Source: an optimization exercise on an open RTL-to-GDS flow (aim: small area, a short achievable clock period and few clock cycles per item). Production flows keep margins and buffers that such runs may drop. At most, simulation tests tie the RTL to the original design; equivalence was not proved. No functional check of the RTL was part of runs 4 to 8. No activity file was given, so power comes from the tool's default toggle rates.

### design/flow/run.sh
#!/bin/bash
# synth_recipe.tcl (not shown) runs the flow's synth.tcl, then flattens the netlist and writes it again
# the make line also repeats each setting of config.mk as NAME=value (left out here)
make -C /OpenROAD-flow-scripts/flow DESIGN_CONFIG=/design/flow/config.mk WORK_HOME=/design/flow/orfs CLKGATE_MAP_FILE= SYNTH_SCRIPT=/design/flow/synth_recipe.tcl finish
### design/flow/config.mk
export PLATFORM = sky130hd
export DESIGN_NAME = stop_and_wait_echo_ack_sender_core
export DESIGN_NICKNAME = stop_and_wait_echo_ack_sender_core
export VERILOG_FILES = /design/flow/design.v
export SDC_FILE = /design/flow/constraint.sdc
export NUM_CORES = 4
export LEC_CHECK = 0
export ABC_CLOCK_PERIOD_IN_PS = 2400
export CAP_MARGIN = 20
export CORE_MARGIN = 2
export CORE_UTILIZATION = 40
export SETUP_SLACK_MARGIN = 2.6
export SLEW_MARGIN = 20
### design/flow/constraint.sdc
create_clock -name core_clock -period 5.0 [get_ports {clk}]
set_input_delay 1.0000 -clock core_clock [delete_from_list [all_inputs] [get_ports {clk}]]
set_output_delay 1.0000 -clock core_clock [all_outputs]
set_load 0.01 [all_outputs]
### design/flow/design.v
package saw_pkg;
  localparam logic [1:0] MODE_RX   = 2'd0;
  localparam logic [1:0] MODE_ENQ  = 2'd1;
  localparam logic [1:0] MODE_TICK = 2'd2;
  localparam logic [1:0] SEND_NONE = 2'd0;
  localparam logic [1:0] SEND_ATOM = 2'd1;
  localparam logic [1:0] SEND_INIT = 2'd2;
  localparam logic CFG_INIT_CHAR  = 1'b0;
  localparam logic CFG_ERROR_CHAR = 1'b1;
  localparam int WORD_W  = 64;
  localparam int COUNT_W = 9;
  localparam logic [2:0] OP_NOP     = 3'd0;
  localparam logic [2:0] OP_RX_INIT = 3'd1;
  localparam logic [2:0] OP_RX_DATA = 3'd2;
  localparam logic [2:0] OP_ENQ     = 3'd3;
  localparam logic [2:0] OP_TICK    = 3'd4;
  typedef logic [2:0] op_kind_t;
  typedef struct packed {
    op_kind_t          kind;
    logic [7:0]        rx_byte;
    logic [WORD_W-1:0] message;
  } op_t;
  typedef struct packed {
    logic [1:0]         send_kind;
    logic [WORD_W-1:0]  atom;
    logic               acked;
    logic               enqueue_accepted;
    logic [COUNT_W-1:0] queue_count;
    logic               link_ready;
  } res_t;
endpackage
module stop_and_wait_echo_ack_sender_core #(
  parameter int MSG_BYTES   = 8,
  parameter int QUEUE_DEPTH = 8
) (
  input  logic        clk,
  input  logic        rst,
  input  logic        in_valid,
  output logic        in_stall,
  input  logic [1:0]  mode,
  input  logic [7:0]  rx_byte,
  input  logic [63:0] message,
  output logic        out_valid,
  input  logic        out_stall,
  output logic [1:0]  send_kind,
  output logic [63:0] atom,
  output logic        acked,
  output logic        enqueue_accepted,
  output logic [8:0]  queue_count,
  output logic        link_ready,
  input  logic        cfg_write,
  input  logic        cfg_index,
  input  logic [7:0]  cfg_data
);
  logic [7:0] init_char;
  logic [7:0] error_char;
  always_ff @(posedge clk) begin
    if (rst) begin
      init_char  <= 8'd0;
      error_char <= 8'd0;
    end else if (cfg_write) begin
      if (cfg_index) error_char <= cfg_data;
      else           init_char  <= cfg_data;
    end
  end
  logic [63:0] q [8];        
  logic [3:0]  fill;         
  logic        link_up;
  logic        ack_ok;       
  logic        have_lead;    
  logic [2:0]  idx;          
  logic [7:0]  lead;         
  logic        mm;           
  logic [1:0]  o_kind;
  logic        o_acked;
  logic        o_enq;
  logic go;
  assign in_stall = out_valid & out_stall;
  assign go       = in_valid & ~in_stall;
  logic is_rx, is_init, rx_init, rx_data, is_enq, is_tick;
  assign is_rx   = (mode == 2'd0);
  assign is_init = (rx_byte == init_char);
  assign rx_init = is_rx & is_init;
  assign rx_data = is_rx & ~is_init & link_up;
  assign is_enq  = (mode == 2'd1);
  assign is_tick = (mode == 2'd2);
  logic nonempty, last, byte_ne, match, fin, send_fin, send_tick, deq;
  logic [7:0] hbyte;
  assign nonempty  = (fill != 4'd0);
  assign last      = have_lead & (idx == 3'd7);
  assign hbyte     = q[0][8*idx +: 8];
  assign byte_ne   = (rx_byte != hbyte);
  assign match     = nonempty & (lead != error_char) & ~mm & (rx_byte == q[0][63:56]);
  assign fin       = rx_data & last;
  assign send_fin  = match ? (fill > 4'd1) : nonempty;
  assign send_tick = is_tick & link_up & ack_ok & nonempty;
  assign deq       = go & fin & match;
  logic [7:0] ld;
  logic [7:0] hold;
  logic [6:0] st;            
  for (genvar i = 0; i < 8; i++) begin : g_ld
    assign ld[i] = go & is_enq & (fill == 4'(i));
  end
  for (genvar k = 0; k < 7; k++) begin : g_st
    assign st[k] = go & rx_data & have_lead & ~nonempty & (idx == 3'(k));
  end
  for (genvar i = 0; i < 7; i++) begin : g_hold
    assign hold[i] = ~(deq | ld[i]);
  end
  assign hold[7] = ~ld[7];
  logic [6:0] lane_ne;
  logic       mm_enq;
  for (genvar k = 0; k < 7; k++) begin : g_lane
    assign lane_ne[k] = (message[8*k +: 8] != q[7][8*k +: 8]) & (3'(k) < idx);
  end
  assign mm_enq = |lane_ne;
  for (genvar i = 0; i < 7; i++) begin : g_q
    always_ff @(posedge clk) begin
      q[i] <= ({64{deq}} & q[i+1]) | ({64{ld[i]}} & message) | ({64{hold[i]}} & q[i]);
    end
  end
  for (genvar k = 0; k < 8; k++) begin : g_q7
    if (k < 7) begin : g_st_lane
      always_ff @(posedge clk) begin
        q[7][8*k +: 8] <= ({8{ld[7]}} & message[8*k +: 8]) | ({8{st[k]}} & rx_byte)
                        | ({8{hold[7] & ~st[k]}} & q[7][8*k +: 8]);
      end
    end else begin : g_plain_lane
      always_ff @(posedge clk) begin
        q[7][8*k +: 8] <= ({8{ld[7]}} & message[8*k +: 8]) | ({8{hold[7]}} & q[7][8*k +: 8]);
      end
    end
  end
  always_ff @(posedge clk) begin
    if (go & rx_data & ~have_lead) begin
      lead <= rx_byte;
    end
    if (go & rx_data) begin
      if (~have_lead) mm <= 1'b0;
      else            mm <= mm | (nonempty & byte_ne);
    end else if (go & is_enq & ~nonempty) begin
      mm <= mm_enq;
    end
    if (go) begin
      o_kind  <= rx_init ? 2'd2 : ((fin & send_fin) | send_tick) ? 2'd1 : 2'd0;
      o_acked <= fin & match;
      o_enq   <= is_enq & ~fill[3];
    end
  end
  always_ff @(posedge clk) begin
    if (rst) begin
      fill      <= 4'd0;
      link_up   <= 1'b0;
      ack_ok    <= 1'b0;
      have_lead <= 1'b0;
      idx       <= 3'd0;
      out_valid <= 1'b0;
    end else begin
      if (go) begin
        out_valid <= 1'b1;
      end else if (~out_stall) begin
        out_valid <= 1'b0;
      end
      if (deq) begin
        fill <= fill - 4'd1;
      end else if (go & is_enq & ~fill[3]) begin
        fill <= fill + 4'd1;
      end
      if (go & rx_init) begin
        link_up <= 1'b1;
        if (~link_up) ack_ok <= 1'b1;
      end else if (go & fin) begin
        if (send_fin)   ack_ok <= 1'b0;
        else if (match) ack_ok <= 1'b1;
      end else if (go & send_tick) begin
        ack_ok <= 1'b0;
      end
      if (go & rx_data) begin
        have_lead <= ~last;
        if (have_lead) idx <= idx + 3'd1;
      end
    end
  end
  assign send_kind        = o_kind;
  assign atom             = {64{o_kind[0]}} & q[0];
  assign acked            = o_acked;
  assign enqueue_accepted = o_enq;
  assign queue_count      = {5'd0, fill};
  assign link_ready       = link_up;
endmodule
==> results.cfg, run 1 <==
[cells_and_area]
drive_gt1_frac = 0.238
final_cells = 3371
utilization = 0.563
area_delta_synth_final_pct = 39.5
final_net_count = 2644

[grt]
grt_pass1_wl_um = 129000
grt_pass1_vias = 19922
grt.total_usage = 0.281
antenna_found_initial = 7
grt_max_degree = 65
grt_overflow_total = 0

[die]
start_util = 0.403
core_area_mm2 = 0.0588
die_y_um = 248
row_count = 89
dieArea_mm2 = 0.0613
ios = 168
die_w_um = 248

[yosys]
synthTopCellsByCount = dfxtp_1, a21o_1, a22o_1
ys.warnings.count = 2
yosys-top-cells-area = dfxtp_1, a22o_1, a21o_1
synthCells = 2236
yosysTopAreaCellShare = 0.448
yosysMostFrequentCell = dfxtp_1
synth_edf_count = 21
post_synth.cell_area_avg_um2 = 10.6
ys_seq_area_frac = 0.475
mappedNetlistArea_mm2 = 0.0237
ys_ff_latch = 552
async_flop_share = 0
post-synth-top-area-cell = dfxtp_1
ys_types = 60
dominantRegCellSynth = dfxtp_1

[routing]
drtIter0Drc = 2132
drc = 0
drtAntennaViolNets = 0
wire_per_inst_um = 27.0
vias = 20617
drt_wl_total_um = 91100
drt_pre_antenna_iters = 5
viasPerCell = 6.12

[timing]
relSlewSlack = 0.413
setup_viol = 0
tightest_slew_ns = 0.878
timing.final.crit_share = 0.560
clock_skew_ns = 0.0277
fmax_mhz = 357
maxSlewViolCount = 0
fin_setup_tns_ns = 0
hold_viol_final = 0
setup_ws_ns = 2.20
finalCriticalPeriod_ns = 2.80
rsz0062_at_grt = yes

[power_and_ir_drop]
p_clk_frac = 0.430
ir_drop_v = 0.000273
switching_share = 0.246
power_frac_seq = 0.477
power_density_mw_per_mm2 = 315
power_frac_comb = 0.092
power_uw = 10400
p_sw_uw = 2570
p_leak_uw = 0.0169
p_int_uw = 7870

[setup_path]
cp-start-kind = primary input
cp-end-kind = flop
worstRegToRegCells = 13
crit_path_max_fanout = 7
critPathKind = in -> reg
rr_startpoint = init_char[4]$_SDFFE_PP0P_
regToRegEndpoint = q[5][23]$_DFF_P_
cp-startpoint = rx_byte[4]
worst-endpoint-arrival_ns = 3.31
critPathRequiredTime_ns = 5.51
cp-endpoint = q[5][23]$_DFF_P_
reg2reg_setup_slack_ns = 2.27

[run]
maxCapViolations = 0

[clock_tree]
cts_tree = built
clk_pin_slew_ns = 0.06
clkLatencyLatePin_ns = 0.63
max-clock-path-buffers = 3
cts.sinks = 552
cts_made_buffers = 58
htreeDepth = 2
cts-root-buf = clkbuf_16

[placed_design]
post-dp-hpwl_um = 44200
dp_slack_ns = 0.542
routabilityCongestion = 0.836
dp.cells = 2994
portBuffers = 162

[hold_path]
hold_class = reg -> reg
worstHoldStart = q[1][30]$_DFF_P_
min_path_cells = 1

[outcome]
run_status = finished clean
[worst min-delay path by stage]
stage,endpoint,slack (ns)
after floorplan,q[1][10]$_DFF_P_,0.43
after global placement,q[4][24]$_DFF_P_,0.43
after detailed placement,q[3][10]$_DFF_P_,0.44
after CTS,q[3][10]$_DFF_P_,0.45
after global routing,q[1][23]$_DFF_P_,0.46
final,q[1][30]$_DFF_P_,0.45
[final cells by class]
cell class                      count  area [um2]
Fill cell                        4817       25700
Tap cell                          773         967
Clock inverter                      9         123
Timing Repair Buffer              483        7200
Multi-Input combinational cell   1415       11500
Clock buffer                       98        1860
Timing Repair inverter              2        17.5
Sequential cell                   552       11300
Antenna cell                        3        7.51
Inverter                           36         158
[metrics by stage]
stage	area [um2]	hold WS, ns
final	33100	0.452
after global routing	33100	0.464
after CTS	32000	0.452
after detailed placement	25700	0.439
after global placement	25700	0.433
after floorplan	24000	0.426
[critical path, stage by stage]
cell	delay, ns
buf_12	0.12
xor2_4	0.15
nor4_4	0.34
a211oi_2	0.14
and4bb_4	0.26
buf_12	0.14
buf_16	0.12
buf_6	0.11
buf_12	0.13
buf_16	0.16
buf_12	0.13
buf_16	0.13
a22o_1	0.22
a21o_1	0.15
[power groups by stage]
stage | logic [uW] | clock network [uW] | registers [uW]
floorplan | 496 | 0 | 4930
global placement | 830 | 0 | 5050
detailed placement | 846 | 0 | 5050
CTS | 901 | 4500 | 4960
global route | 1020 | 4690 | 5000
finish | 964 | 4490 | 4980
[routing by layer]
layer | vias to the layer above | routed length, um | GRT usage
met4 | 10 | 4980 | 0.154
met2 | 1057 | 41500 | 0.449
li1 | 8987 | - | -
met3 | 266 | 7550 | 0.0545
met5 | - | 79 | 0
met1 | 10297 | 37100 | 0.357
[cell families after synthesis]
group / Yosys count / synth area share
compound gates: 1001 / 0.339
other cells: 1 / 0.000158
simple gates: 257 / 0.0596
fa+ha+maj: 8 / 0.00422
mux: 51 / 0.0258
buf+inv: 277 / 0.0638
flops: 552 / 0.475
xor+xnor: 89 / 0.0329
[state kept, by name (all words and copies together), names as in the netlist, named ones only]
register and count:
link_up 1, idx 3, have_lead 1, fill 4, out_valid 1, o_acked 1
o_kind 2, error_char 8, o_enq 1, q 504, init_char 8, ack_ok 1
mm 1, lead 8
[layout by cell type, fill, tap and decap left out, types with 15 or more instances in the layout]
master             n
clkbuf_1          19
nor2_1            69
clkbuf_8          17
buf_8             17
buf_4             77
and2_4            24
a221o_1           40
a22o_1           431
dfxtp_1          517
a21oi_1           15
buf_2             39
o21ai_1           17
inv_1             31
dlygate4sd2_1     23
buf_16            96
clkbuf_16         76
a21o_1           448
and2_1            48
edfxtp_1          21
mux2i_1           33
xnor2_1           49
xor2_1            28
a22oi_1           16
nand2_1           34
o21ai_0           18
nand4_1           18
buf_12            65
clkdlybuf4s50_1   42
buf_6             69
clkdlybuf4s15_2   20
[timing repair]
action	in CTS	in global routing
pin swaps	116	317
cloned	96	21
gates resized for setup	601	142
setup buffers	105	45
setup endpoints to repair	610	589
hold buffers	0	0
Testbench counts, summed over its fixed seeds: cycles 5,803, items 5,795.
==> run 2: changes to the inputs <==
--- a/design/flow/config.mk
+++ b/design/flow/config.mk
@@ -7,3 +7,3 @@
 export LEC_CHECK = 0
-export ABC_CLOCK_PERIOD_IN_PS = 2400
+export ABC_AREA = 1
 export CAP_MARGIN = 20
@@ -11,3 +11,2 @@
 export CORE_UTILIZATION = 40
-export SETUP_SLACK_MARGIN = 2.6
 export SLEW_MARGIN = 20
==> run 2 against run 1 <==
Against the previous run: synthesized cell count up 41%; critical path depth down 3; synthesized area up 2.9%; total power up 5.3%; via count up 8.1%; final cell count up 19%; global-route usage down 5.2 points; first-iteration DRC count down 19%; maximum frequency down 29%; clock-buffer cell count down 6; clock power about the same; critical path type unchanged; largest cell class is now flip-flops and latches; highest routed layer is now met4.
==> results.cfg, run 2 <==
[timing]
fmax_mhz = 255
relSlewSlack = 0.256
rsz0062_at_grt = no
setup_viol = 0
timing.final.crit_share = 0.783
clock_skew_ns = 0.0236
maxSlewViolCount = 0
tightest_slew_ns = 1.11
holdWs_ns = 0.467
hold_viol_final = 0
finalCriticalPeriod_ns = 3.91
setup_ws_ns = 1.09
fin_setup_tns_ns = 0

[routing]
viasPerCell = 5.54
drtIter0Drc = 1723
drtAntennaViolNets = 0
vias = 22287
drt_wl_total_um = 73900
wire_per_inst_um = 18.4
drt_pre_antenna_iters = 6
drc = 0

[clock_tree]
clk_pin_slew_ns = 0.06
postCtsSetupBuffers = 0
max-clock-path-buffers = 3
cts-root-buf = clkbuf_16
cts_tree = built
cts_made_buffers = 59
clkLatencyLatePin_ns = 0.62
cts_hold_buffers = 0
cts.sinks = 552
cts-resized-gates = 0
htreeDepth = 2

[yosys]
ys_seq_area_frac = 0.461
synthCells = 3149
async_flop_share = 0
ys_ff_latch = 552
mappedNetlistArea_mm2 = 0.0244
dominantRegCellSynth = dfxtp_1
post_synth.cell_area_avg_um2 = 7.75
synthTopCellsByCount = nand2_1, nand3_1, dfxtp_1
synth_edf_count = 21
yosys-top-cells-area = dfxtp_1, nand3_1, o211ai_1
ys.warnings.count = 2
yosysMostFrequentCell = nand2_1
post-synth-top-area-cell = dfxtp_1
yosysTopAreaCellShare = 0.435
ys_types = 38

[placed_design]
dp_slack_ns = 0.545
portBuffers = 162
post-dp-hpwl_um = 48900
routabilityCongestion = 0.842

[cells_and_area]
area_delta_synth_final_pct = 16.1
final_net_count = 3292
largest_reg_flops = 504
antenna-diode-count = 0
drive_gt1_frac = 0.0546
layout_commonest_cell = nand2_1
top_register = q
most-common-layout-cells = nand2_1, nand3_1, dfxtp_1

[setup_path]
crit_path_max_fanout = 97
critPathKind = in -> reg
worst-endpoint-arrival_ns = 4.43
reg2reg_setup_slack_ns = 1.53
cp-end-kind = flop
cp_num_buf_inv = 2
cp-start-kind = primary input
critical-path-top-delay-family = buffers and inverters
cpMaxStageDelayCell = clkdlybuf4s50_1
critPathRequiredTime_ns = 5.51
path_cells = clkdlybuf4s50_1 -> xnor2_1 -> nand2_1 -> nor2_1 -> nand2_2 -> nand3_4 -> nor2_2 -> nand2_8 -> buf_4 -> nand3_1 -> o211ai_1
slowest_delay_ns = 1.20

[die]
ios = 168
row_count = 90
core_area_mm2 = 0.0604
dieArea_mm2 = 0.0630
die_y_um = 251
die_w_um = 251
start_util = 0.404

[power_and_ir_drop]
p_leak_uw = 0.0110
power_density_mw_per_mm2 = 388
power_frac_seq = 0.475
switching_share = 0.254
p_sw_uw = 2790
p_clk_frac = 0.410
ir_drop_v = 0.000273
power_frac_comb = 0.115
p_int_uw = 8190

[outcome]
run_status = finished clean

[hold_path]
hold_class = reg -> reg

[run]
maxCapViolations = 0

[grt]
grt_overflow_total = 0
antenna_found_initial = 1
grt_pass1_wl_um = 116000
grt.total_usage = 0.229
grt_max_degree = 140
grt_pass1_vias = 20826
-- run 2: changes by cell type after synthesis, sizes merged, moves of 78 or more --
cell	before	now
a21o	448	0
a22o	432	0
inv	35	249
nand2	34	697
nand3	12	584
nor2	81	159
o211ai	2	376
-- run 2: layout make-up --
type                            instances  area [um2]
Clock buffer                           92        1820
Clock inverter                         13         169
Fill cell                            5924       32000
Inverter                              251         942
Multi-Input combinational cell       2113       11000
Sequential cell                       552       11300
Tap cell                              782         978
Timing Repair Buffer                  219        2190
-- run 2: cells by family after synthesis --
logic type,after synthesis,share of synthesized area
and+or+nand+nor,1470,0.262
AOI/OAI and AO/OA,568,0.157
DFF,552,0.461
buffers and inverters,488,0.0932
xor gates and xnor gates,62,0.0222
adders and majority gates,8,0.00410
other,1,0.000154
-- run 2: layer usage --
metal / GRT usage / vias up / share of wire
li1: - / 10859 / -
met2: 0.369 / 682 / 0.45
met4: 0.0832 / 0 / 0.032
met1: 0.315 / 10616 / 0.45
met5: 0 / - / 0
met3: 0.0283 / 130 / 0.059
-- run 2: final timing paths --
check / start / to / depth (start not counted)
setup reg to reg: idx[0]$_SDFFE_PP0N_ / mm$_DFFE_PP_ / 14
hold reg to reg: flop / q[6][58]$_DFF_P_ / 2
hold / removal: flop / q[6][58]$_DFF_P_ / 2
setup / recovery: rx_byte[5] / q[1][34]$_DFF_P_ / 11
-- run 2: tightest hold or removal path, delay by kind of cell (launching register included) --
| family | cells | cell delay, ns |
|---|---|---|
| AOI/OAI and AO/OA | 1 | 0.07 |
| DFF | 1 | 0.32 |
| and+or+nand+nor | 1 | 0.05 |
-- run 2: per-stage QoR --
step	utilization	std cells	area, um2	power, uW
after floorplan	-	3153	24400	6020
after global placement	0.436	3917	26300	6510
after detailed placement	0.436	3917	26300	6560
after CTS	0.470	4022	28300	11100
after global routing	0.470	4022	28300	11400
final	0.470	4022	28300	11000
-- run 2: power groups by stage --
stage,Combinational [uW],Clock (uW),Sequential (uW)
after floorplan,794,0,5220
after global placement,1220,0,5280
after detailed placement,1260,0,5300
after CTS,1270,4590,5210
after global routing,1420,4750,5270
final,1270,4500,5210
==> run 3: changes to the inputs <==
--- a/design/flow/config.mk
+++ b/design/flow/config.mk
@@ -7,3 +7,2 @@
 export LEC_CHECK = 0
-export ABC_AREA = 1
 export CAP_MARGIN = 20
==> run 3 against run 2 <==
Against the previous run: total power shrank 6.2%; die area is 2.8% lower; cell area down 2.9%; clock-buffer cell count is 4 lower; non-clock buffer count shrank 8; worst setup slack better by 0.081 ns; final cell count decreased by 23%; clock power hardly changed; critical path depth down 3; synthesized area is 2.8% lower; sequential cell count did not move; largest cell class unchanged.
==> results.cfg, run 3 <==
[grt]
grt_max_degree = 188
grt_overflow_total = 0
grt_pass1_wl_um = 113000
grt_pass1_vias = 18107
antenna_found_initial = 3
grt.total_usage = 0.239

[power_and_ir_drop]
power_density_mw_per_mm2 = 375
ir_drop_v = 0.000267
p_leak_uw = 0.0140
power_uw = 10300

[timing]
clock_skew_ns = 0.0266
rsz0062_at_grt = no
timing.final.crit_share = 0.767
setup_ws_ns = 1.17
relSlewSlack = 0.271
fmax_mhz = 261
setup_viol = 0
finalCriticalPeriod_ns = 3.83
hold_viol_final = 0
maxSlewViolCount = 0
tightest_slew_ns = 1.09
fin_setup_tns_ns = 0

[routing]
drt_pre_antenna_iters = 5
drc = 0
vias = 18435
drtIter0Drc = 1506
viasPerCell = 5.96
wire_per_inst_um = 24.1
drtAntennaViolNets = 0
drt_wl_total_um = 74500

[yosys]
yosysMostFrequentCell = dfxtp_1
yosys-top-cells-area = dfxtp_1, a22o_1, a21o_1
ys_types = 60
ys_seq_area_frac = 0.475
synthTopCellsByCount = dfxtp_1, a21o_1, a22o_1
post_synth.cell_area_avg_um2 = 10.6
async_flop_share = 0
yosysTopAreaCellShare = 0.448
dominantRegCellSynth = dfxtp_1
ys.warnings.count = 2
mappedNetlistArea_mm2 = 0.0237
ys_ff_latch = 552
synth_edf_count = 21
post-synth-top-area-cell = dfxtp_1
synthCells = 2236

[setup_path]
reg2reg_setup_slack_ns = 1.39
worst-endpoint-arrival_ns = 4.39
rr_startpoint = fill[0]$_SDFFE_PP0P_
crit_path_max_fanout = 25
critPathRequiredTime_ns = 5.56
cp-end-kind = flop
regToRegEndpoint = q[2][33]$_DFF_P_
worstRegToRegCells = 9
critPathKind = in -> reg
cp-start-kind = primary input

[hold_path]
hold_class = reg -> reg
min_path_cells = 1
min_to = q[4][62]$_DFF_P_
worstHoldStart = q[4][62]$_DFF_P_

[clock_tree]
cts_tree = built
cts-root-buf = clkbuf_16
clkLatencyLatePin_ns = 0.63
clk_pin_slew_ns = 0.05
cts.sinks = 552
postCtsSetupBuffers = 0
cts_hold_buffers = 0
max-clock-path-buffers = 3
cts-resized-gates = 0
cts_made_buffers = 58
htreeDepth = 2

[placed_design]
routabilityCongestion = 0.833
dp_slack_ns = 0.568
post-dp-hpwl_um = 46700
portBuffers = 162

[die]
start_util = 0.403
dieArea_mm2 = 0.0613
die_w_um = 248
die_y_um = 248
ios = 168
core_area_mm2 = 0.0588
row_count = 89

[outcome]
run_status = finished clean

[cells_and_area]
area_delta_synth_final_pct = 15.9
fillers = 5484
most-common-layout-cells = dfxtp_1, a21o_1, a22o_1
final_net_count = 2366
top_register = q
drive_gt1_frac = 0.0789
layout_commonest_cell = dfxtp_1
regArea_mm2 = 0.0113
utilization = 0.468
multi_input_area_mm2 = 0.0110
largest_reg_flops = 504

[run]
maxCapViolations = 0
[run 3: cell types whose count changed in the layout (fill, tap and decap cells not counted), moves of 207 or more]
cell / change
nand2_1: -655
nand3_1: -567
a21o_1: +448
a22o_1: +432
o211ai_1: -374
inv_1: -207
[run 3: worst max-delay path, stage by stage]
cell and delay [ns]:
clkdlybuf4s50_1 0.77, xor2_1 0.18, nor4_4 0.52, a211oi_2 0.16, and4bb_4 0.37, nor2_4 0.81
buf_4 0.36, a21o_1 0.15
[run 3: report_power, final]
part	switching [uW]	internal, uW	leakage (uW)
Sequential	309	4710	0.00451
Combinational	381	439	0.00853
Clock	1820	2650	0.000990
[run 3: cell type report]
| class | count | share of cell area |
|---|---|---|
| repair buffers | 211 | 0.0778 |
| clock inverters | 20 | 0.00751 |
| inverters | 36 | 0.00491 |
| clock buffers | 88 | 0.0646 |
| flip-flops and latches | 552 | 0.409 |
| multi-input cells | 1411 | 0.400 |
| well taps | 773 | 0.0352 |
| diodes | 3 | 0.000273 |
[run 3: cells by family after synthesis]
group                    count (synthesis)  share of synthesized area
other                                    1                   0.000158
flip-flops                             552                      0.475
XOR/XNOR                                89                     0.0329
AO/OA/AOI/OAI                         1001                      0.339
buffers and inverters                  277                     0.0638
multiplexers                            51                     0.0258
AND/OR/NAND/NOR                        257                     0.0596
adder cells (fa/ha/maj)                  8                    0.00422
[run 3: metrics by stage]
step	cells	area (um2)	hold slack, ns
2_1_floorplan	2240	23700	0.426
3_3_place_gp	2983	25500	0.432
3_5_place_dp	2983	25500	0.439
4_1_cts	3091	27500	0.452
5_1_grt	3093	27500	0.463
6_report	3094	27500	0.449
[run 3: worst max-delay path by stage]
stage / cells past startpoint / startpoint / end / slack (ns)
2_1_floorplan: 9 / in_valid / q[7][32]$_DFF_P_ / 2.17
4_1_cts: 8 / rx_byte[1] / q[4][60]$_DFF_P_ / 1.20
5_1_grt: 8 / rx_byte[1] / q[3][28]$_DFF_P_ / 1.05
3_5_place_dp: 8 / rx_byte[1] / q[4][50]$_DFF_P_ / 0.57
3_3_place_gp: 8 / rx_byte[3] / q[4][59]$_DFF_P_ / 0.65
6_report: 8 / rx_byte[1] / q[4][60]$_DFF_P_ / 1.17
[run 3: per-layer routing]
metal | up-vias | share of wire | wire length (um) | global-route usage
li1 | 8355 | - | - | -
met1 | 9330 | 0.45 | 33400 | 0.322
met2 | 609 | 0.46 | 33900 | 0.385
met3 | 141 | 0.061 | 4530 | 0.0353
met4 | 0 | 0.035 | 2640 | 0.0969
met5 | - | 0 | 0 | 0
==> run 4: changes to the inputs <==
--- a/design/flow/design.v
+++ b/design/flow/design.v
@@ -73,2 +73,4 @@
   logic        mm;           
+  logic        pend;         
+  logic        a0, a1;       
   logic [1:0]  o_kind;
@@ -87,8 +89,10 @@
   logic nonempty, last, byte_ne, match, fin, send_fin, send_tick, deq;
+  logic [63:0] head;
   logic [7:0] hbyte;
+  assign head      = pend ? q[1] : q[0];
   assign nonempty  = (fill != 4'd0);
   assign last      = have_lead & (idx == 3'd7);
-  assign hbyte     = q[0][8*idx +: 8];
+  assign hbyte     = head[8*idx +: 8];
   assign byte_ne   = (rx_byte != hbyte);
-  assign match     = nonempty & (lead != error_char) & ~mm & (rx_byte == q[0][63:56]);
+  assign match     = nonempty & (lead != error_char) & ~mm & (rx_byte == head[63:56]);
   assign fin       = rx_data & last;
@@ -98,2 +102,3 @@
   logic [7:0] ld;
+  logic [6:0] shf;
   logic [7:0] hold;
@@ -107,3 +112,4 @@
   for (genvar i = 0; i < 7; i++) begin : g_hold
-    assign hold[i] = ~(deq | ld[i]);
+    assign shf[i]  = pend & ~ld[i];
+    assign hold[i] = ~(pend | ld[i]);
   end
@@ -118,3 +124,3 @@
     always_ff @(posedge clk) begin
-      q[i] <= ({64{deq}} & q[i+1]) | ({64{ld[i]}} & message) | ({64{hold[i]}} & q[i]);
+      q[i] <= ({64{shf[i]}} & q[i+1]) | ({64{ld[i]}} & message) | ({64{hold[i]}} & q[i]);
     end
@@ -142,2 +148,9 @@
       mm <= mm_enq;
+    end
+    if (go) begin
+      a0      <= ((fin & send_fin) | send_tick) & ~deq;
+      a1      <= ((fin & send_fin) | send_tick) & deq;
+    end else if (pend) begin
+      a0      <= a0 | a1;
+      a1      <= 1'b0;
     end
@@ -156,4 +169,6 @@
       idx       <= 3'd0;
+      pend      <= 1'b0;
       out_valid <= 1'b0;
     end else begin
+      pend <= deq;
       if (go) begin
@@ -184,3 +199,3 @@
   assign send_kind        = o_kind;
-  assign atom             = {64{o_kind[0]}} & q[0];
+  assign atom             = ({64{a0}} & q[0]) | ({64{a1}} & q[1]);
   assign acked            = o_acked;
--- a/design/flow/config.mk
+++ b/design/flow/config.mk
@@ -10,2 +10,3 @@
 export CORE_UTILIZATION = 40
+export SETUP_SLACK_MARGIN = 2.6
 export SLEW_MARGIN = 20
==> run 4 against run 3 <==
Against the previous run: still clean; non-clock buffer count rose by 172; utilization rose by 6.5 points; die area rose by 3.6%; sequential share of layout area fell by 5.7 points; worst setup slack improved by 0.90 ns; global-route usage rose by 0.90 points; clock power fell by 4%; wire length rose by 18%; largest cell class is now multi-input combinational cells.
==> results.cfg, run 4 <==
[cells_and_area]
top_register = q
layout_commonest_cell = dfxtp_1
area_delta_synth_final_pct = 31.2
largest_reg_flops = 504
final_net_count = 3005
utilization = 0.533
drive_gt1_frac = 0.200
most-common-layout-cells = dfxtp_1, mux2i_1, nor2_1

[timing]
setup_viol = 0
relSlewSlack = 0.389
timing.final.crit_share = 0.587
tightest_slew_ns = 0.914
fin_setup_tns_ns = 0
fmax_mhz = 341
hold_viol_final = 0
finalCriticalPeriod_ns = 2.93
clock_skew_ns = 0.0201
maxSlewViolCount = 0
rsz0062_at_grt = yes

[setup_path]
critical-path-top-delay-family = buffers and inverters
cp_num_buf_inv = 3
critPathRequiredTime_ns = 4.00
cp-end-kind = output pin
path_cells = buf_12 -> buf_16 -> a22o_4 -> clkdlybuf4s15_2
worst-endpoint-arrival_ns = 1.93
slowest_delay_ns = 0.41
cp-start-kind = flop
cpMaxStageDelayCell = edfxtp_1
crit_path_max_fanout = 11
critPathKind = reg -> out

[routing]
drt_pre_antenna_iters = 6
drc = 0
vias = 21198
wire_per_inst_um = 23.5
drtIter0Drc = 2192
viasPerCell = 5.67
drtAntennaViolNets = 0
drt_wl_total_um = 87700

[yosys]
post_synth.cell_area_avg_um2 = 9.04
ys.warnings.count = 2
ys_ff_latch = 555
post-synth-top-area-cell = dfxtp_1
yosysMostFrequentCell = dfxtp_1
yosys-top-cells-area = dfxtp_1, mux2i_1, a21oi_1
yosysTopAreaCellShare = 0.433
ys_types = 57
ys_seq_area_frac = 0.461
synthCells = 2720
synthTopCellsByCount = dfxtp_1, mux2i_1, nor2_1
synth_edf_count = 23
dominantRegCellSynth = dfxtp_1
async_flop_share = 0
mappedNetlistArea_mm2 = 0.0246

[clock_tree]
cts.sinks = 555
clkLatencyLatePin_ns = 0.63
cts_tree = built
clk_pin_slew_ns = 0.06
max-clock-path-buffers = 3
cts-root-buf = clkbuf_16
cts_made_buffers = 59
htreeDepth = 2

[die]
die_w_um = 252
die_y_um = 252
dieArea_mm2 = 0.0635
core_area_mm2 = 0.0606
row_count = 90
ios = 168
start_util = 0.406

[outcome]
run_status = finished clean

[placed_design]
routabilityCongestion = 0.822
post-dp-hpwl_um = 46300
portBuffers = 162

[grt]
grt_overflow_total = 0
grt_pass1_wl_um = 121000
antenna_found_initial = 6
grt_max_degree = 129
grt_pass1_vias = 19428
grt.total_usage = 0.248

[run]
maxCapViolations = 0

[hold_path]
hold_class = reg -> reg

[power_and_ir_drop]
ir_drop_v = 0.000305
power_density_mw_per_mm2 = 335
p_leak_uw = 0.0120
-- run 4: cell types whose count changed in the layout (fill, tap and decap cells not counted), sizes merged, moves of 202 or more --
| cell | change |
|---|---|
| a21o | -448 |
| mux2i | +417 |
| a21oi | +379 |
| a22o | -368 |
| nor2 | +334 |
| buf | +202 |
-- run 4: path summary, 6_finish.rpt --
check / start / to / slack [ns] / cells past startpoint
worst max-delay path: a0$_DFFE_PP_ / atom[3] / 2.07 / 4
worst min-delay path: error_char[1]$_SDFFE_PP0P_ / error_char[1]$_SDFFE_PP0P_ / 0.47 / 2
worst max register to register: pend$_SDFF_PP0_ / mm$_DFFE_PP_ / 2.44 / 11
worst min register to register: error_char[1]$_SDFFE_PP0P_ / error_char[1]$_SDFFE_PP0P_ / 0.47 / 2
-- run 4: cell families after synthesis --
kind of cell    Yosys count  synth area share
xor+xnor                 92            0.0328
flops                   555             0.461
mux                     458             0.187
compound gates          650             0.152
buf+inv                 275            0.0473
other cells               1          0.000152
simple gates            681             0.116
fa+ha+maj                 8           0.00407
-- run 4: layer usage --
layer | global-route usage | vias to the layer above | share of wire
met2 | 0.398 | 933 | 0.46
li1 | - | 9868 | -
met4 | 0.0801 | 2 | 0.035
met3 | 0.0382 | 195 | 0.083
met1 | 0.343 | 10200 | 0.42
met5 | 0 | - | 0.0013
-- run 4: power breakdown --
| group | internal (uW) | switching [uW] | leakage (uW) |
|---|---|---|---|
| clock network | 2470 | 1830 | 0.000914 |
| logic | 708 | 766 | 0.00651 |
| registers | 4750 | 291 | 0.00456 |
-- run 4: tightest hold or removal path: stages (launching register included) --
cell     delay [ns]
dfxtp_1        0.32
nand2_1        0.05
a21oi_1        0.05
-- run 4: through the flow --
stage	hold slack [ns]	instance area [um2]	instances	setup slack [ns]	total power, uW
3_3_place_gp	0.457	26900	3481	1.19	6220
2_1_floorplan	0.447	24800	2724	2.38	5670
6_report	0.473	32300	3736	2.07	10800
5_1_grt	0.491	32300	3735	2.05	11100
4_1_cts	0.470	31400	3689	2.05	10800
3_5_place_dp	0.461	26900	3481	1.12	6250
-- run 4: area by class of cell --
class / count / area, um2
Multi-Input combinational cell: 1899 / 13600
Antenna cell: 1 / 2.50
Timing Repair Buffer: 383 / 4410
Tap cell: 782 / 978
Clock inverter: 14 / 130
Clock buffer: 91 / 1730
Inverter: 11 / 46.3
Fill cell: 5336 / 28300
Sequential cell: 555 / 11400
-- run 4: what timing repair did --
item                       CTS  global route
setup endpoints to repair  519           452
pin swaps                   68            35
buffers inserted            78            27
hold buffers                 0             0
cloned                      25            19
gates resized for setup    588           114
==> run 5: changes to the inputs <==
--- a/design/flow/config.mk
+++ b/design/flow/config.mk
@@ -10,3 +10,3 @@
 export CORE_UTILIZATION = 40
-export SETUP_SLACK_MARGIN = 2.6
+export SETUP_SLACK_MARGIN = 2.2
 export SLEW_MARGIN = 20
==> run 5 against run 4 <==
Against the previous run: still clean; sequential share of layout area is 2.1 points higher; clock skew shrank 0.0055 ns; via count is 2.3% lower; sequential cell count is the same; wire length fell by 3.8%; sequential power is 2% lower; utilization decreased by 3.1 points; final cell count decreased by 2.1%; clock-buffer cell count stayed put; worst hold slack better by 0.0013 ns; non-clock buffer count down 87; synthesized area is the same; largest cell class unchanged; highest routed layer unchanged.
==> results.cfg, run 5 <==
[timing]
setup_viol = 0
fin_setup_tns_ns = 0
finalCriticalPeriod_ns = 3.00
rsz0062_at_grt = yes
maxSlewViolCount = 0
clock_skew_ns = 0.0146
timing.final.crit_share = 0.601
relSlewSlack = 0.323
hold_viol_final = 0
tightest_slew_ns = 1.01
holdWs_ns = 0.474
fmax_mhz = 333

[routing]
wire_per_inst_um = 23.1
drt_wl_total_um = 84300
drtIter0Drc = 2111
drt_pre_antenna_iters = 6
vias = 20701
drtAntennaViolNets = 0
viasPerCell = 5.66
drc = 0

[power_and_ir_drop]
ir_drop_v = 0.000278
power_uw = 10800
p_leak_uw = 0.0113
power_density_mw_per_mm2 = 356

[setup_path]
crit_path_max_fanout = 9
cpMaxStageDelayCell = edfxtp_1
reg2reg_setup_slack_ns = 2.25
slowest_delay_ns = 0.46
cp-endpoint = atom[40]
critical-path-top-delay-family = buffers and inverters
worst-endpoint-arrival_ns = 2.00
worstRegToRegCells = 10
cp-startpoint = a0$_DFFE_PP_
cp-end-kind = output pin
cp_num_buf_inv = 3
regToRegEndpoint = a0$_DFFE_PP_
cp-start-kind = flop
rr_startpoint = fill[0]$_SDFFE_PP0P_
path_cells = buf_8 -> buf_16 -> a22o_4 -> clkdlybuf4s15_2
critPathKind = reg -> out
critPathRequiredTime_ns = 4.00
worst-path-stages = 4

[yosys]
yosys-top-cells-area = dfxtp_1, mux2i_1, a21oi_1
post_synth.cell_area_avg_um2 = 9.04
ys_types = 57
mappedNetlistArea_mm2 = 0.0246
synth_edf_count = 23
ys.warnings.count = 2
ys_seq_area_frac = 0.461
async_flop_share = 0
post-synth-top-area-cell = dfxtp_1
yosysMostFrequentCell = dfxtp_1
yosysTopAreaCellShare = 0.433
ys_ff_latch = 555
synthCells = 2720
synthTopCellsByCount = dfxtp_1, mux2i_1, nor2_1
dominantRegCellSynth = dfxtp_1

[hold_path]
hold_class = reg -> reg
worstHoldStart = q[7][47]$_DFF_P_

[die]
die_y_um = 252
ios = 168
start_util = 0.406
dieArea_mm2 = 0.0635
row_count = 90
core_area_mm2 = 0.0606
die_w_um = 252

[clock_tree]
clkLatencyLatePin_ns = 0.63
htreeDepth = 2
cts-root-buf = clkbuf_16
cts_made_buffers = 58
max-clock-path-buffers = 3
cts.sinks = 555
clk_pin_slew_ns = 0.06
cts_tree = built

[grt]
grt_max_degree = 129
grt.total_usage = 0.240
grt_pass1_wl_um = 117000
antenna_found_initial = 5
grt_pass1_vias = 18991
grt_overflow_total = 0

[cells_and_area]
layout_commonest_cell = dfxtp_1
top_register = q
largest_reg_flops = 504
area_delta_synth_final_pct = 23.7
drive_gt1_frac = 0.137
final_net_count = 2923
final_area_mm2 = 0.0304
most-common-layout-cells = dfxtp_1, mux2i_1, nor2_1
utilization = 0.502

[placed_design]
post-dp-hpwl_um = 46600
portBuffers = 162
routabilityCongestion = 0.852
postPlaceCellArea_mm2 = 0.0268

[run]
maxCapViolations = 0

[outcome]
run_status = finished clean
==> run 5: cell counts after synthesis <==
No cell type changed its count.
==> run 5: cell families after synthesis <==
kind of cell,after synthesis,share of synthesized area
simple gates,681,0.116
mux,458,0.187
other cells,1,0.000152
compound gates,650,0.152
flops,555,0.461
buf+inv,275,0.0473
xor+xnor,92,0.0328
fa+ha+maj,8,0.00407
==> run 5: power by group <==
group	leakage [uW]	switching (uW)	internal, uW
logic	0.00579	752	613
registers	0.00456	210	4750
clock network	0.000993	1850	2640
==> run 5: worst min path at each step <==
| stage | to | slack, ns | cells past startpoint |
|---|---|---|---|
| finish | q[7][47]$_DFF_P_ | 0.47 | 2 |
| global route | q[7][15]$_DFF_P_ | 0.50 | 2 |
| CTS | q[7][53]$_DFF_P_ | 0.47 | 2 |
| detailed placement | q[7][53]$_DFF_P_ | 0.46 | 2 |
| global placement | q[7][9]$_DFF_P_ | 0.46 | 2 |
| floorplan | q[7][10]$_DFF_P_ | 0.45 | 2 |
==> run 5: through the flow <==
stage          worst slack [ns]  instances
6_report                   2.00       3659
5_1_grt                    1.98       3657
4_1_cts                    2.01       3614
3_5_place_dp               1.08       3472
3_3_place_gp               1.13       3472
2_1_floorplan              2.27       2724
==> run 5: repair_timing <==
item,CTS,global route
endpoints found under the setup margin,372,483
setup buffers,21,23
gates resized for setup,350,59
pin swaps,53,11
hold buffers,0,0
endpoints found under the hold margin,0,0
gates cloned,13,20
==> run 5: area by class of cell <==
type / count / area (um2)
fill: 5452 / 30200
multi-input combinational: 1905 / 12700
sequential: 555 / 11400
timing repair buffer: 296 / 3330
clock buffer: 91 / 1820
tap: 782 / 978
clock inverter: 17 / 191
inverter: 11 / 46.3
antenna: 2 / 5.00
==> run 5: metal layers <==
layer	global-route usage	up-vias	routed length [um]
met5	0	-	14
met4	0.0805	2	2680
met3	0.0399	177	7130
met2	0.385	852	38300
met1	0.328	9961	36300
li1	-	9709	-
==> run 5: worst register-to-register path: cells and delay by family (launching register included) <==
kind / cells / cell delay, ns
DFF: 1 / 0.37
and+or+nand+nor: 3 / 0.77
buffers and inverters: 2 / 0.35
adders and majority gates: 1 / 0.28
AOI/OAI and AO/OA: 4 / 0.71
==> run 6: changes to the inputs <==
--- a/design/flow/design.v
+++ b/design/flow/design.v
@@ -67,2 +67,3 @@
   logic [3:0]  fill;         
+  logic        pend;         
   logic        link_up;
@@ -73,5 +74,4 @@
   logic        mm;           
-  logic        pend;         
-  logic        a0, a1;       
   logic [1:0]  o_kind;
+  logic [63:0] o_atom;
   logic        o_acked;
@@ -81,3 +81,3 @@
   assign go       = in_valid & ~in_stall;
-  logic is_rx, is_init, rx_init, rx_data, is_enq, is_tick;
+  logic is_rx, is_init, rx_init, rx_data, is_enq, is_tick, enq_ok;
   assign is_rx   = (mode == 2'd0);
@@ -88,22 +88,28 @@
   assign is_tick = (mode == 2'd2);
-  logic nonempty, last, byte_ne, match, fin, send_fin, send_tick, deq;
-  logic [63:0] head;
+  assign enq_ok  = is_enq & ~fill[3];
+  logic nonempty, last, byte_ne, match, fin, send, deq;
   logic [7:0] hbyte;
-  assign head      = pend ? q[1] : q[0];
   assign nonempty  = (fill != 4'd0);
   assign last      = have_lead & (idx == 3'd7);
-  assign hbyte     = head[8*idx +: 8];
+  assign hbyte     = q[0][8*idx +: 8];
   assign byte_ne   = (rx_byte != hbyte);
-  assign match     = nonempty & (lead != error_char) & ~mm & (rx_byte == head[63:56]);
+  assign match     = nonempty & (lead != error_char) & ~mm & (rx_byte == q[0][63:56]);
   assign fin       = rx_data & last;
-  assign send_fin  = match ? (fill > 4'd1) : nonempty;
-  assign send_tick = is_tick & link_up & ack_ok & nonempty;
+  assign send      = fin ? (match ? (fill > 4'd1) : nonempty)
+                         : (is_tick & link_up & ack_ok & nonempty);
   assign deq       = go & fin & match;
+  logic       shift;
+  logic [3:0] tail;
   logic [7:0] ld;
-  logic [6:0] shf;
   logic [7:0] hold;
   logic [6:0] st;            
+  assign shift = pend & ~(go & is_enq & (fill != 4'd7));
+  assign tail  = fill + {3'd0, pend & (fill != 4'd7)};
   for (genvar i = 0; i < 8; i++) begin : g_ld
-    assign ld[i] = go & is_enq & (fill == 4'(i));
-  end
+    assign ld[i] = go & enq_ok & (tail == 4'(i));
+  end
+  for (genvar i = 0; i < 7; i++) begin : g_hold
+    assign hold[i] = ~(shift | ld[i]);
+  end
+  assign hold[7] = ~ld[7];
   for (genvar k = 0; k < 7; k++) begin : g_st
@@ -111,7 +117,2 @@
   end
-  for (genvar i = 0; i < 7; i++) begin : g_hold
-    assign shf[i]  = pend & ~ld[i];
-    assign hold[i] = ~(pend | ld[i]);
-  end
-  assign hold[7] = ~ld[7];
   logic [6:0] lane_ne;
@@ -124,3 +125,3 @@
     always_ff @(posedge clk) begin
-      q[i] <= ({64{shf[i]}} & q[i+1]) | ({64{ld[i]}} & message) | ({64{hold[i]}} & q[i]);
+      q[i] <= ({64{shift}} & q[i+1]) | ({64{ld[i]}} & message) | ({64{hold[i]}} & q[i]);
     end
@@ -139,2 +140,8 @@
   end
+  logic sel0, sel1;
+  assign sel1 = go & send & (deq | pend);
+  assign sel0 = go & send & ~(deq | pend);
+  always_ff @(posedge clk) begin
+    o_atom <= ({64{sel0}} & q[0]) | ({64{sel1}} & q[1]) | ({64{~go}} & o_atom);
+  end
   always_ff @(posedge clk) begin
@@ -150,12 +157,5 @@
     if (go) begin
-      a0      <= ((fin & send_fin) | send_tick) & ~deq;
-      a1      <= ((fin & send_fin) | send_tick) & deq;
-    end else if (pend) begin
-      a0      <= a0 | a1;
-      a1      <= 1'b0;
-    end
-    if (go) begin
-      o_kind  <= rx_init ? 2'd2 : ((fin & send_fin) | send_tick) ? 2'd1 : 2'd0;
+      o_kind  <= rx_init ? 2'd2 : send ? 2'd1 : 2'd0;
       o_acked <= fin & match;
-      o_enq   <= is_enq & ~fill[3];
+      o_enq   <= enq_ok;
     end
@@ -165,2 +165,3 @@
       fill      <= 4'd0;
+      pend      <= 1'b0;
       link_up   <= 1'b0;
@@ -169,6 +170,5 @@
       idx       <= 3'd0;
-      pend      <= 1'b0;
       out_valid <= 1'b0;
     end else begin
-      pend <= deq;
+      pend <= deq | (pend & ~shift);
       if (go) begin
@@ -180,3 +180,3 @@
         fill <= fill - 4'd1;
-      end else if (go & is_enq & ~fill[3]) begin
+      end else if (go & enq_ok) begin
         fill <= fill + 4'd1;
@@ -187,5 +187,5 @@
       end else if (go & fin) begin
-        if (send_fin)   ack_ok <= 1'b0;
-        else if (match) ack_ok <= 1'b1;
-      end else if (go & send_tick) begin
+        if (send)        ack_ok <= 1'b0;
+        else if (match)  ack_ok <= 1'b1;
+      end else if (go & send) begin
         ack_ok <= 1'b0;
@@ -199,3 +199,3 @@
   assign send_kind        = o_kind;
-  assign atom             = ({64{a0}} & q[0]) | ({64{a1}} & q[1]);
+  assign atom             = o_atom;
   assign acked            = o_acked;
--- a/design/flow/config.mk
+++ b/design/flow/config.mk
@@ -10,3 +10,3 @@
 export CORE_UTILIZATION = 40
-export SETUP_SLACK_MARGIN = 2.2
+export SETUP_SLACK_MARGIN = 2.5
 export SLEW_MARGIN = 20
==> run 6 against run 5 <==
Against the previous run: still clean on timing, DRC and antenna; die area is 2.6% higher; synthesized cell count is 3.6% higher; clock-buffer cell count rose by 10; worst hold slack worse by 0.034 ns; clock skew increased by 0.020 ns; sequential share of layout area down 5.3 points; critical path type is now reg -> reg; largest cell class unchanged; highest routed layer unchanged.
==> results.cfg, run 6 <==
[setup_path]
critPathRequiredTime_ns = 5.48
cp-start-kind = flop
worstRegToRegCells = 15
cp-end-kind = flop
crit_path_max_fanout = 8
critPathKind = reg -> reg
worst-endpoint-arrival_ns = 3.50

[grt]
antenna_found_initial = 13
grt_pass1_wl_um = 168000
grt_max_degree = 104
grt_pass1_vias = 24465
grt.total_usage = 0.354
grt_overflow_total = 0

[timing]
setup_viol = 0
setup_ws_ns = 1.98
timing.final.crit_share = 0.603
holdWs_ns = 0.441
clock_skew_ns = 0.0350
relSlewSlack = 0.373
hold_viol_final = 0
rsz0062_at_grt = yes
fmax_mhz = 332
fin_setup_tns_ns = 0
tightest_slew_ns = 0.938
finalCriticalPeriod_ns = 3.02
maxSlewViolCount = 0

[outcome]
run_status = finished clean

[die]
row_count = 92
core_area_mm2 = 0.0627
die_w_um = 255
dieArea_mm2 = 0.0652
die_y_um = 255
ios = 168
start_util = 0.403

[cells_and_area]
utilization = 0.627
top_register = q
layout_commonest_cell = dfxtp_1
most-common-layout-cells = dfxtp_1, nand2_1, a22oi_2
drive_gt1_frac = 0.393
area_delta_synth_final_pct = 55.8
top_regs = q x504, o_atom x64
final_cells = 4047
largest_reg_flops = 504
final_net_count = 3236

[power_and_ir_drop]
p_sw_uw = 3100
p_leak_uw = 0.0168
power_frac_comb = 0.083
switching_share = 0.263
power_frac_seq = 0.473
power_density_mw_per_mm2 = 299
ir_drop_v = 0.000239
p_int_uw = 8670
p_clk_frac = 0.444

[clock_tree]
cts_tree = built
max-clock-path-buffers = 3
clk_pin_slew_ns = 0.07
cts_hold_buffers = 0
cts_made_buffers = 66
cts-root-buf = clkbuf_16
cts.sinks = 617
htreeDepth = 3
clkLatencyLatePin_ns = 0.63

[run]
maxCapViolations = 0

[yosys]
dominantRegCellSynth = dfxtp_1
ys_types = 75
synth_edf_count = 21
yosysTopAreaCellShare = 0.472
post-synth-top-area-cell = dfxtp_1
post_synth.cell_area_avg_um2 = 8.96
yosys-top-cells-area = dfxtp_1, a22oi_1, nand2_1
ys.warnings.count = 2
mappedNetlistArea_mm2 = 0.0253
async_flop_share = 0
synthTopCellsByCount = nand2_1, dfxtp_1, a22oi_1
ys_seq_area_frac = 0.497
yosysMostFrequentCell = nand2_1
ys_ff_latch = 617
synthCells = 2819

[placed_design]
portBuffers = 162
routabilityCongestion = 0.883
post-dp-hpwl_um = 51200
dp_slack_ns = 0.749
dp.cells = 3626

[routing]
vias = 27058
drtIter0Drc = 4092
wire_per_inst_um = 33.2
drt_wl_total_um = 134000
drtAntennaViolNets = 0
drc = 0
drt_pre_antenna_iters = 8
viasPerCell = 6.69

[hold_path]
min_path_cells = 2
hold_class = reg -> reg
## run 6: cell types whose count changed in the layout (fill, tap and decap cells not counted), sizes merged, moves of 43 or more
| cell | previous run | this run |
|---|---|---|
| a22oi | 57 | 464 |
| dlygate4sd2 | 1 | 62 |
| nand2 | 187 | 802 |
| buf | 184 | 330 |
| nor2b | 1 | 67 |
| dfxtp | 532 | 596 |
| mux2i | 458 | 29 |
| a21oi | 395 | 22 |
| and3 | 3 | 46 |
| a22o | 64 | 0 |
| a221o | 0 | 104 |
| nor2 | 415 | 30 |
| inv | 11 | 74 |
## run 6: critical path, cell delays in order (launching register included)
cell	delay [ns]
dfxtp_4	0.40
ha_4	0.15
nand3_4	0.08
and2_4	0.18
ha_4	0.17
ha_4	0.19
a211o_4	0.38
buf_12	0.15
buf_6	0.11
buf_6	0.11
a21oi_4	0.30
nor2_4	0.10
clkbuf_16	0.22
buf_16	0.18
nand2_2	0.07
nand2_1	0.05
## run 6: cell type report
| cell class | instances | area, um2 |
|---|---|---|
| antenna | 12 | 30.0 |
| clock buffer | 101 | 2050 |
| clock inverter | 17 | 219 |
| fill | 4507 | 23400 |
| inverter | 75 | 304 |
| multi-input combinational | 1871 | 14900 |
| sequential | 617 | 12600 |
| tap | 846 | 1060 |
| timing repair buffer | 508 | 8200 |
## run 6: worst paths after layout
kind | startpoint | end | slack [ns]
worst max-delay path | fill[0]$_SDFFE_PP0P_ | q[1][61]$_DFF_P_ | 1.98
worst min-delay path | q[6][58]$_DFF_P_ | q[6][58]$_DFF_P_ | 0.44
worst max register to register | fill[0]$_SDFFE_PP0P_ | q[1][61]$_DFF_P_ | 1.98
worst min register to register | q[6][58]$_DFF_P_ | q[6][58]$_DFF_P_ | 0.44
## run 6: through the flow
step	instance area [um2]	power [uW]
after floorplan	25700	5840
after global placement	27600	6170
after detailed placement	27700	6200
after CTS	36600	11400
after global routing	39300	12000
final	39300	11800
## run 6: kinds of logic after synthesis
| group | after synthesis | share of synthesized area |
|---|---|---|
| other | 1 | 0.000148 |
| muxes | 43 | 0.0231 |
| and+or+nand+nor | 1035 | 0.178 |
| DFF | 617 | 0.497 |
| xor gates and xnor gates | 89 | 0.0309 |
| buffers and inverters | 338 | 0.0575 |
| AOI/OAI and AO/OA | 687 | 0.208 |
| adders and majority gates | 9 | 0.00446 |
## run 6: repair_timing
action                     CTS  global route
setup endpoints to repair  647           600
pin swaps                  313           298
buffers inserted           137            30
cloned                     105            19
resized for setup          774           526
## run 6: power by group through the flow
stage	registers (uW)	logic [uW]	clock network, uW
6_report	5560	981	5230
5_1_grt	5560	1020	5390
4_1_cts	5480	778	5170
3_5_place_dp	5560	637	0
3_3_place_gp	5550	623	0
2_1_floorplan	5440	404	0
## run 6: routing by layer
layer / track usage / vias up / wire length [um]
met4: 0.283 / 2 / 14800
met3: 0.119 / 971 / 20300
met2: 0.504 / 2522 / 53300
li1: - / 10603 / -
met1: 0.437 / 12960 / 45900
met5: 0 / - / 13
==> run 7: changes to the inputs <==
--- a/design/flow/config.mk
+++ b/design/flow/config.mk
@@ -10,3 +10,3 @@
 export CORE_UTILIZATION = 40
-export SETUP_SLACK_MARGIN = 2.5
+export SETUP_SLACK_MARGIN = 2.0
 export SLEW_MARGIN = 20
==> run 7 against run 6 <==
Against the previous run: die area did not move; clock power decreased by 7.1%; global-route usage decreased by 9.4 points; synthesized area is the same; maximum frequency decreased by 1.8%; sequential share of layout area is 9.2 points higher; final cell count down 6.3%; utilization fell by 14 points; wire length shrank 35%; largest power group unchanged.
==> results.cfg, run 7 <==
[routing]
drc = 0
drt_wl_total_um = 86700
drtIter0Drc = 2634
drt_pre_antenna_iters = 8
drtAntennaViolNets = 0
viasPerCell = 5.80
wire_per_inst_um = 22.9
vias = 21984

[power_and_ir_drop]
ir_drop_v = 0.000207
p_sw_uw = 2670
switching_share = 0.243
power_frac_seq = 0.497
p_clk_frac = 0.442
power_frac_comb = 0.061
p_int_uw = 8330
power_density_mw_per_mm2 = 360
p_leak_uw = 0.0132

[timing]
relSlewSlack = 0.263
rsz0062_at_grt = yes
hold_viol_final = 0
clock_skew_ns = 0.0196
fin_setup_tns_ns = 0
timing.final.crit_share = 0.614
setup_viol = 0
finalCriticalPeriod_ns = 3.07
fmax_mhz = 326
holdWs_ns = 0.438
maxSlewViolCount = 0
tightest_slew_ns = 1.10

[grt]
grt_pass1_wl_um = 130000
grt_max_degree = 182
grt_pass1_vias = 21075
grt_overflow_total = 0
grt.total_usage = 0.261
antenna_found_initial = 3

[cells_and_area]
layout_commonest_cell = nand2_1
top_regs = q x504, o_atom x64
fillers = 5810
area_delta_synth_final_pct = 20.9
largest_reg_flops = 504
final_net_count = 2994
drive_gt1_frac = 0.0958
most-common-layout-cells = nand2_1, dfxtp_1, a22oi_1
top_register = q

[die]
core_area_mm2 = 0.0627
ios = 168
start_util = 0.403
die_w_um = 255
die_y_um = 255
dieArea_mm2 = 0.0652
row_count = 92

[yosys]
ys.warnings.count = 2
synth_edf_count = 21
async_flop_share = 0
synthTopCellsByCount = nand2_1, dfxtp_1, a22oi_1
dominantRegCellSynth = dfxtp_1
post_synth.cell_area_avg_um2 = 8.96
post-synth-top-area-cell = dfxtp_1
ys_types = 75
ys_ff_latch = 617
synthCells = 2819
yosysTopAreaCellShare = 0.472
ys_seq_area_frac = 0.497
yosysMostFrequentCell = nand2_1
mappedNetlistArea_mm2 = 0.0253
yosys-top-cells-area = dfxtp_1, a22oi_1, nand2_1

[clock_tree]
cts-root-buf = clkbuf_16
clk_pin_slew_ns = 0.06
cts.sinks = 617
htreeDepth = 3
cts_tree = built
clkLatencyLatePin_ns = 0.60
max-clock-path-buffers = 3
cts_made_buffers = 66

[setup_path]
worstRegToRegCells = 11
worst-endpoint-arrival_ns = 3.60
cp-end-kind = flop
cp-start-kind = primary input
critPathRequiredTime_ns = 5.53
critPathKind = in -> reg
crit_path_max_fanout = 43

[hold_path]
min_path_cells = 2
hold_class = reg -> reg

[placed_design]
portBuffers = 162
post-dp-hpwl_um = 52500
routabilityCongestion = 0.911

[run]
maxCapViolations = 0

[outcome]
run_status = finished clean
[run 7: changes by cell type in the layout (fill, tap and decap cells not counted), sizes merged, moves of 3 or more]
cell,change
buf,-230
clkdlybuf4s50,+116
dlygate4sd2,-59
dlymetal6s2s,-37
clkbuf,-20
diode,-10
bufbuf,-6
bufinv,-4
clkdlybuf4s15,-3
clkinv,-3
clkinvlp,-3
[run 7: kinds of logic after synthesis]
group	Yosys count	synth area share
muxes	43	0.0231
and+or+nand+nor	1035	0.178
adders and majority gates	9	0.00446
buffers and inverters	338	0.0575
AOI/OAI and AO/OA	687	0.208
other	1	0.000148
DFF	617	0.497
xor gates and xnor gates	89	0.0309
[run 7: layer usage]
layer	wire length, um	part of all wire	global-route usage	up-vias
li1	-	-	-	10069
met1	37000	0.43	0.348	10688
met2	39400	0.45	0.409	1027
met3	6720	0.078	0.0456	198
met4	3590	0.041	0.125	2
met5	16	0.00018	0	-
[run 7: layout make-up]
| class | instances | area (um2) | area share |
|---|---|---|---|
| Clock buffer | 107 | 2070 | 0.0677 |
| Inverter | 75 | 284 | 0.00930 |
| Tap cell | 846 | 1060 | 0.0347 |
| Antenna cell | 2 | 5.00 | 0.000164 |
| Timing Repair Buffer | 263 | 2770 | 0.0907 |
| Multi-Input combinational cell | 1874 | 11700 | 0.383 |
| Sequential cell | 617 | 12600 | 0.412 |
| Clock inverter | 7 | 62.6 | 0.00205 |
[run 7: what timing repair did]
| action | CTS | global route |
|---|---|---|
| pin swaps | 14 | 7 |
| gates resized for setup | 69 | 36 |
| endpoints found under the setup margin | 577 | 534 |
| cloned | 10 | 1 |
| buffers inserted | 34 | 4 |
| hold buffers | 0 | 0 |
[run 7: metrics by stage]
| stage | area, um2 | worst slack (ns) | power (uW) | instances | utilization |
|---|---|---|---|---|---|
| floorplan | 25300 | 2.00 | 5830 | 2823 | - |
| global placement | 27400 | 1.02 | 6190 | 3626 | 0.437 |
| detailed placement | 27400 | 1.03 | 6210 | 3626 | 0.437 |
| CTS | 30300 | 1.98 | 11000 | 3784 | 0.483 |
| global route | 30500 | 1.93 | 11300 | 3790 | 0.487 |
| finish | 30500 | 1.93 | 11000 | 3791 | 0.487 |
[run 7: power groups by stage]
| stage | Combinational [uW] | Sequential (uW) | Clock, uW |
|---|---|---|---|
| final | 667 | 5470 | 4860 |
| after global routing | 728 | 5490 | 5130 |
| after CTS | 651 | 5460 | 4930 |
| after detailed placement | 634 | 5570 | 0 |
| after global placement | 627 | 5570 | 0 |
| after floorplan | 398 | 5440 | 0 |
[run 7: final timing paths]
kind,endpoint,startpoint,slack (ns)
max,o_atom[5]$_DFF_P_,rx_byte[6],1.93
min,q[3][13]$_DFF_P_,q[3][13]$_DFF_P_,0.44
max reg2reg,q[0][11]$_DFF_P_,fill[3]$_SDFFE_PP0P_,2.02
min reg2reg,q[3][13]$_DFF_P_,q[3][13]$_DFF_P_,0.44
[run 7: worst max-delay path, stage by stage]
cell and delay (ns):
clkdlybuf4s15_1 0.43, xor2_1 0.30, nor4_4 0.56, a21oi_4 0.18
nand4_4 0.20, nor4b_4 0.33, buf_8 0.35, a221o_1 0.21
==> run 8: changes to the inputs <==
--- a/design/flow/design.v
+++ b/design/flow/design.v
@@ -140,7 +140,8 @@
   end
-  logic sel0, sel1;
-  assign sel1 = go & send & (deq | pend);
-  assign sel0 = go & send & ~(deq | pend);
-  always_ff @(posedge clk) begin
-    o_atom <= ({64{sel0}} & q[0]) | ({64{sel1}} & q[1]) | ({64{~go}} & o_atom);
+  logic sel0, sel1, show;
+  assign show = go ? send : o_kind[0];
+  assign sel1 = show & ((go & deq) | pend);
+  assign sel0 = show & ~((go & deq) | pend);
+  always_ff @(posedge clk) begin
+    o_atom <= ({64{sel0}} & q[0]) | ({64{sel1}} & q[1]);
   end
--- a/design/flow/config.mk
+++ b/design/flow/config.mk
@@ -10,3 +10,5 @@
 export CORE_UTILIZATION = 40
-export SETUP_SLACK_MARGIN = 2.0
+export CTS_BUF_LIST = sky130_fd_sc_hd__clkbuf_4 sky130_fd_sc_hd__clkbuf_8
+export CTS_CLUSTER_SIZE = 24
+export SETUP_SLACK_MARGIN = 2.2
 export SLEW_MARGIN = 20
==> run 8 against run 7 <==
Against the previous run: still clean; clock-buffer cell count up 59; combinational power up 18%; worst setup slack improved by 0.086 ns; cell area grew 6.9%; first-iteration DRC count decreased by 0.49%; synthesized area decreased by 4.0%; register-to-register slack is essentially flat; non-clock buffer count up 114.
==> results.cfg, run 8 <==
[yosys]
async_flop_share = 0
synth_edf_count = 21
synthTopCellsByCount = nand2_1, dfxtp_1, a22oi_1
dominantRegCellSynth = dfxtp_1
synthCells = 2775
ys.warnings.count = 2
ys_types = 52
yosysTopAreaCellShare = 0.492
ys_ff_latch = 617
post_synth.cell_area_avg_um2 = 8.73
ys_seq_area_frac = 0.518
mappedNetlistArea_mm2 = 0.0242
yosys-top-cells-area = dfxtp_1, nand2_1, a22oi_1
yosysMostFrequentCell = nand2_1
post-synth-top-area-cell = dfxtp_1

[routing]
drt_pre_antenna_iters = 8
wire_per_inst_um = 24.6
drc = 0
drt_wl_total_um = 95300
drtAntennaViolNets = 0
drtIter0Drc = 2621
viasPerCell = 5.86
vias = 22696

[timing]
timing.final.crit_share = 0.597
relSlewSlack = 0.430
setup_viol = 0
clock_skew_ns = 0.0332
rsz0062_at_grt = yes
tightest_slew_ns = 0.853
hold_viol_final = 0
fin_setup_tns_ns = 0
fmax_mhz = 335
maxSlewViolCount = 0
finalCriticalPeriod_ns = 2.98

[grt]
grt_max_degree = 180
grt.total_usage = 0.268
grt_pass1_wl_um = 130000
grt_pass1_vias = 20866
antenna_found_initial = 2
grt_overflow_total = 0

[cells_and_area]
regArea_mm2 = 0.0126
drive_gt1_frac = 0.212
utilization = 0.543
largest_reg_flops = 504
multi_input_area_mm2 = 0.0119
final_net_count = 3113
layout_commonest_cell = nand2_1
most-common-layout-cells = nand2_1, dfxtp_1, a22oi_1
top_register = q
fillers = 5289
top_regs = q x504, o_atom x64
area_delta_synth_final_pct = 34.7

[power_and_ir_drop]
power_density_mw_per_mm2 = 343
p_leak_uw = 0.0140
ir_drop_v = 0.000196

[setup_path]
cp-end-kind = flop
cp-start-kind = flop
critPathKind = reg -> reg
regToRegEndpoint = q[6][31]$_DFF_P_
critPathRequiredTime_ns = 5.65
crit_path_max_fanout = 8
cp-startpoint = fill[1]$_SDFFE_PP0P_
reg2reg_setup_slack_ns = 2.02
worstRegToRegCells = 16
worst-endpoint-arrival_ns = 3.63
rr_startpoint = fill[1]$_SDFFE_PP0P_

[clock_tree]
cts.sinks = 617
clk_pin_slew_ns = 0.07
max-clock-path-buffers = 3
cts_tree = built
htreeDepth = 3
cts_made_buffers = 102
clkLatencyLatePin_ns = 0.73
cts_hold_buffers = 0
cts-root-buf = clkbuf_8

[die]
start_util = 0.403
die_w_um = 250
die_y_um = 250
dieArea_mm2 = 0.0626
core_area_mm2 = 0.0601
ios = 168
row_count = 90

[placed_design]
post-dp-hpwl_um = 49200
routabilityCongestion = 0.870
portBuffers = 162

[hold_path]
worstHoldStart = q[6][7]$_DFF_P_
min_path_cells = 2
min_to = q[6][7]$_DFF_P_
hold_class = reg -> reg

[run]
maxCapViolations = 0

[outcome]
run_status = finished clean
[run 8: cell count changes after synthesis, moves of 25 or more]
cell	change
inv_1	-64
buf_2	-26
a221o_1	-104
nor2b_1	-65
xnor2_1	+25
and3_1	-44
a22oi_1	+40
a22o_1	+65
nand2_1	+229
o21ai_1	-64
[run 8: stage by stage]
stage	instance area (um2)	hold WS [ns]	setup WS (ns)	power (uW)	cells
CTS	30600	0.440	2.14	11100	3808
detailed placement	26500	0.433	0.774	6320	3539
finish	32600	0.440	2.02	11200	3872
floorplan	24400	0.423	2.12	5890	2779
global placement	26500	0.430	0.893	6290	3539
global route	32600	0.453	1.98	11600	3872
[run 8: final cells by class]
class                   count  share of cell area
well taps                 782              0.0300
inverters                  10             0.00115
flip-flops and latches    617               0.386
repair buffers            377               0.149
clock buffers             166              0.0641
clock inverters            11             0.00460
multi-input cells        1908               0.366
diodes                      1           0.0000767
[run 8: timing repair]
action	4_1_cts	5_1_grt
endpoints found under the setup margin	585	580
buffers inserted	66	32
pin swaps	43	246
gates resized for setup	191	310
gates cloned	26	31
[run 8: worst max-delay path by stage]
stage / endpoint / cells after the start
after global routing: q[4][36]$_DFF_P_ / 16
after CTS: o_atom[51]$_DFF_P_ / 14
after global placement: o_atom[12]$_DFF_P_ / 9
final: q[6][31]$_DFF_P_ / 16
after floorplan: o_atom[10]$_DFF_P_ / 7
after detailed placement: o_atom[36]$_DFF_P_ / 9
[run 8: report_power, final]
| part | switching, uW | internal (uW) |
|---|---|---|
| Combinational | 416 | 373 |
| Clock | 2120 | 2740 |
| Sequential | 336 | 5220 |
[run 8: kinds of logic (layout without fill, tap and decap cells)]
group	count (synthesis)	after routing	synth area share
fa+ha+maj	9	9	0.00465
compound gates	616	616	0.192
flops	617	617	0.518
xor+xnor	90	90	0.0325
other cells	1	6	0.000155
simple gates	1149	1153	0.187
mux	35	35	0.0228
buf+inv	258	564	0.0425
[run 8: routing by layer]
metal,track usage,vias up,wire [um]
met2,0.433,1230,43000
met1,0.347,11019,38100
met4,0.132,0,5730
met5,0,-,0
met3,0.0457,324,8470
li1,-,10123,-
[run 8: worst max-delay path, cell delays in order (launching register included)]
cell	delay, ns
dfxtp_4	0.36
ha_4	0.13
nand3b_1	0.14
and2_4	0.20
ha_4	0.17
ha_4	0.16
inv_2	0.06
mux2_4	0.15
o22a_4	0.17
buf_6	0.12
buf_6	0.09
nor3_4	0.03
buf_12	0.14
nor2_4	0.55
clkbuf_16	0.31
nand2_2	0.05
nand2_1	0.06

re-timing with driven ports:
In the flow no input, the clock included, has a driving cell. The finished layouts below were timed again as built, in two steps.
Step 1 sets driving cells, clkbuf_16 on the clock port and buf_2 on the other inputs (assumed; they add their load-dependent delay and slew).
Step 2 times the ports against the registers' clock, not the clock port: input delays grow and output delays shrink by t, the midpoint of the rising clock arrivals with the driver on.
Slacks: ideal ports / drivers / drivers and shift; pairs: ideal ports / drivers.
| run | t, ns | setup WS [ns] |
|---|---|---|
| run 1 | 0.681 | 2.201 / 2.149 / 1.531 |
| run 2 | 0.675 | 1.085 / 1.119 / 0.445 |
| run 3 | 0.673 | 1.166 / 1.186 / 0.513 |
| run 4 | 0.679 | 2.066 / 2.006 / 1.823 |
| run 5 | 0.677 | 1.996 / 1.944 / 1.568 |
| run 6 | 0.680 | 1.984 / 1.984 / 1.432 |
| run 7 | 0.659 | 1.930 / 1.970 / 1.311 |
| run 8 | 0.776 | 2.016 / 2.016 / 1.377 |
After both steps setup and hold are still met in every run listed.
